Source: an optimization exercise on an open RTL-to-GDS flow (aim: small area and few clock cycles per item). Production flows keep margins and buffers that such runs may drop. Function was checked by simulation only, so behaviour that the tests miss may differ from the original. Power figures rest on the tool's default switching activity, not on a simulated workload.

==> flow/design.v (excerpt) <==
module sorted_top_k_record_table
(
   input  logic               clock,
   input  logic               reset,
   input  logic               req_valid,
   output logic               req_ready,
   input  logic               req_operation,
   input  logic [KEY_W-1:0]   req_new_key,
   input  logic [WAVE_W-1:0]  req_new_wave,
   input  logic [MAP_W-1:0]   req_new_map,
   input  logic [STAMP_W-1:0] req_new_stamp,
   input  logic [LABEL_W-1:0] req_new_label,
   input  logic [READ_W-1:0]  req_read_index,
   output logic               rsp_valid,
   input  logic               rsp_ready,
   output logic               rsp_placed,
   output logic [PLACE_W-1:0] rsp_place_index,
   output logic [KEY_W-1:0]   rsp_out_key,
   output logic [WAVE_W-1:0]  rsp_out_wave,
   output logic [MAP_W-1:0]   rsp_out_map,
   output logic [STAMP_W-1:0] rsp_out_stamp,
   output logic [LABEL_W-1:0] rsp_out_label,
   output logic [FILL_W-1:0]  rsp_filled_count
);
Settings: LEC_CHECK=0, CAP_MARGIN=20, CELL_PAD_IN_SITES_DETAIL_PLACEMENT=1, CORE_MARGIN=2, CORE_UTILIZATION=60, CTS_BUF_LIST=sky130_fd_sc_hd__clkbuf_16, CTS_CLUSTER_DIAMETER=80, CTS_CLUSTER_SIZE=30, PLACE_DENSITY=0.7, SLEW_MARGIN=20; clock period 7.0 ns.
standard.sh (not shown) runs the stock make flow with config.mk's settings and CLKGATE_MAP_FILE= SYNTH_SCRIPT=/design/flow/synth_recipe.tcl, a recipe that flattens the netlist after the stock synthesis.
==> flow/flow/run.sh <==
#!/bin/bash
# The standard layout, with two changes: the port buffers are the smallest buffer cell, and
# clock tree synthesis adds no dummy loads (its clustering settings as in config.mk).
set -euo pipefail
bash standard.sh \
  BUFFER_PORTS_ARGS="-buffer_cell sky130_fd_sc_hd__buf_1" \
  CTS_ARGS="-sink_clustering_enable -repair_clock_nets -dont_use_dummy_load -sink_clustering_size 30 -sink_clustering_max_diameter 80 -buf_list sky130_fd_sc_hd__clkbuf_16" \
  finish > standard_flow.log 2>&1
Testbench counts at the start, summed over its fixed seeds: cycles 20,035, items 16,000.
Rerun with:
--- a/flow/flow/run.sh
+++ b/flow/flow/run.sh
@@ -7 +7 @@
-  CTS_ARGS="-sink_clustering_enable -repair_clock_nets -dont_use_dummy_load -sink_clustering_size 30 -sink_clustering_max_diameter 80 -buf_list sky130_fd_sc_hd__clkbuf_16" \
+  CTS_ARGS="-sink_clustering_enable -repair_clock_nets -dont_use_dummy_load -sink_clustering_size 30 -sink_clustering_max_diameter 60 -buf_list sky130_fd_sc_hd__clkbuf_16" \
Settings changed: CTS_CLUSTER_DIAMETER 80 to 60.
=> Setup slack gets worse by 8.4 ps; power goes up by 4.5%; critical path depth is unchanged; first-iteration DRC count goes up by about 4%; final cell count goes up by about 0.45%; worst hold slack gets worse by 13 ps; maximum frequency is about the same; non-clock buffer count is unchanged; global-route usage goes up by 0.72 points; routed wire length goes up by about 2%.
Rerun with:
--- a/flow/flow/run.sh
+++ b/flow/flow/run.sh
@@ -7 +7 @@
-  CTS_ARGS="-sink_clustering_enable -repair_clock_nets -dont_use_dummy_load -sink_clustering_size 30 -sink_clustering_max_diameter 60 -buf_list sky130_fd_sc_hd__clkbuf_16" \
+  CTS_ARGS="-sink_clustering_enable -repair_clock_nets -dont_use_dummy_load -sink_clustering_size 30 -sink_clustering_max_diameter 70 -buf_list sky130_fd_sc_hd__clkbuf_16" \
Settings changed: CTS_CLUSTER_DIAMETER 60 to 70.
Routed wire length shrinks by 1.8%.
Worst setup slack improves by 5.6 ps.
Sequential cell count does not change.
Worst hold slack improves by 4.3 ps.
Cell count stays flat.
Final area shrinks by 0.33%.

## lane 1
sorted_top_k_record_table, a different RTL version from the one above (not shown whole).
Size: about 6100 cells after synthesis, about 2500 flip-flops, ~99000 µm² of cells after synthesis.
Settings: LEC_CHECK=0, CAP_MARGIN=20, CELL_PAD_IN_SITES_DETAIL_PLACEMENT=1, CORE_MARGIN=2, CORE_UTILIZATION=60, CTS_BUF_LIST=sky130_fd_sc_hd__clkbuf_16, CTS_CLUSTER_DIAMETER=60, CTS_CLUSTER_SIZE=30, PLACE_DENSITY=0.7, SLEW_MARGIN=20; clock period 7.0 ns.
run.sh (not shown) runs the stock make flow with config.mk's settings and CLKGATE_MAP_FILE= SYNTH_SCRIPT=/design/flow/synth_recipe.tcl, a recipe that flattens the netlist after the stock synthesis.
Stock flow here: none of the scripts above is used.
Testbench counts of lane 1, summed over its fixed seeds: cycles 20,035, items 16,000.
--- input diff lane 1..lane 2 ---
==> flow/flow/run.sh (new file) <==
#!/bin/bash
# The standard layout, with two changes: the port buffers are the smallest buffer cell, and
# clock tree synthesis adds no dummy loads (its clustering settings as in config.mk).
set -euo pipefail
bash standard.sh \
  BUFFER_PORTS_ARGS="-buffer_cell sky130_fd_sc_hd__buf_1" \
  CTS_ARGS="-sink_clustering_enable -repair_clock_nets -dont_use_dummy_load -sink_clustering_size 30 -sink_clustering_max_diameter 60 -buf_list sky130_fd_sc_hd__clkbuf_16" \
  finish > standard_flow.log 2>&1
==> flow/standard.sh (new file) <==
#!/bin/bash
# synth_recipe.tcl (not shown) runs the flow's synth.tcl, then flattens the netlist and writes it again
# the make line also repeats each setting of config.mk as NAME=value (left out here)
make -C /OpenROAD-flow-scripts/flow DESIGN_CONFIG=/design/flow/config.mk WORK_HOME=/design/flow/orfs CLKGATE_MAP_FILE= SYNTH_SCRIPT=/design/flow/synth_recipe.tcl "${@:-finish}"
removed: flow/run.sh
### Flow results
Compared with lane 1, in lane 2 ratio of cells with drive above 1 in the final layout lost 2.0 points; maximum clock frequency held steady; clock skew shows an increase of 0.030 ns; total power now sits lower.

==> afterwards: timing with drivers on the ports <==
How much do the figures lean on ideal ports? The routed layouts below were timed once more, with nothing changed but the port constraints. Step 1: set_driving_cell puts a clkbuf_16 on clock and a buf_2 on each other input, an assumption about the parent block. Step 2 also shifts input and output timing later by t, the mid clock arrival at the registers, as if the neighbouring blocks saw the same clock. a / b / c = no drivers / after step 1 / after step 2; a / b = the first two.
| run | shift t [ns] | slack for setup (ns) | worst data-port slew with drivers (ns) | cell pins on the clock port's net |
|---|---|---|---|---|
| the first run of note 1 | 0.851 | 0.728 / 0.771 / -0.080 | 0.18 | 1 |
| the second run of note 1 | 0.877 | 0.719 / 0.775 / -0.102 | 0.20 | 1 |
| the third run of note 1 | 0.899 | 0.725 / 0.771 / -0.128 | 0.19 | 1 |
| lane 1 | 0.934 | 0.139 / 0.204 / -0.730 | 0.17 | 1 |
| lane 2 | 0.923 | 0.133 / 0.169 / -0.755 | 0.17 | 1 |
With both steps, setup timing fails in every run listed, where it was met with ideal ports. The setup slack of lane 2, which loses most, moves by +0.036 ns with the drivers and by -0.888 ns with both steps.
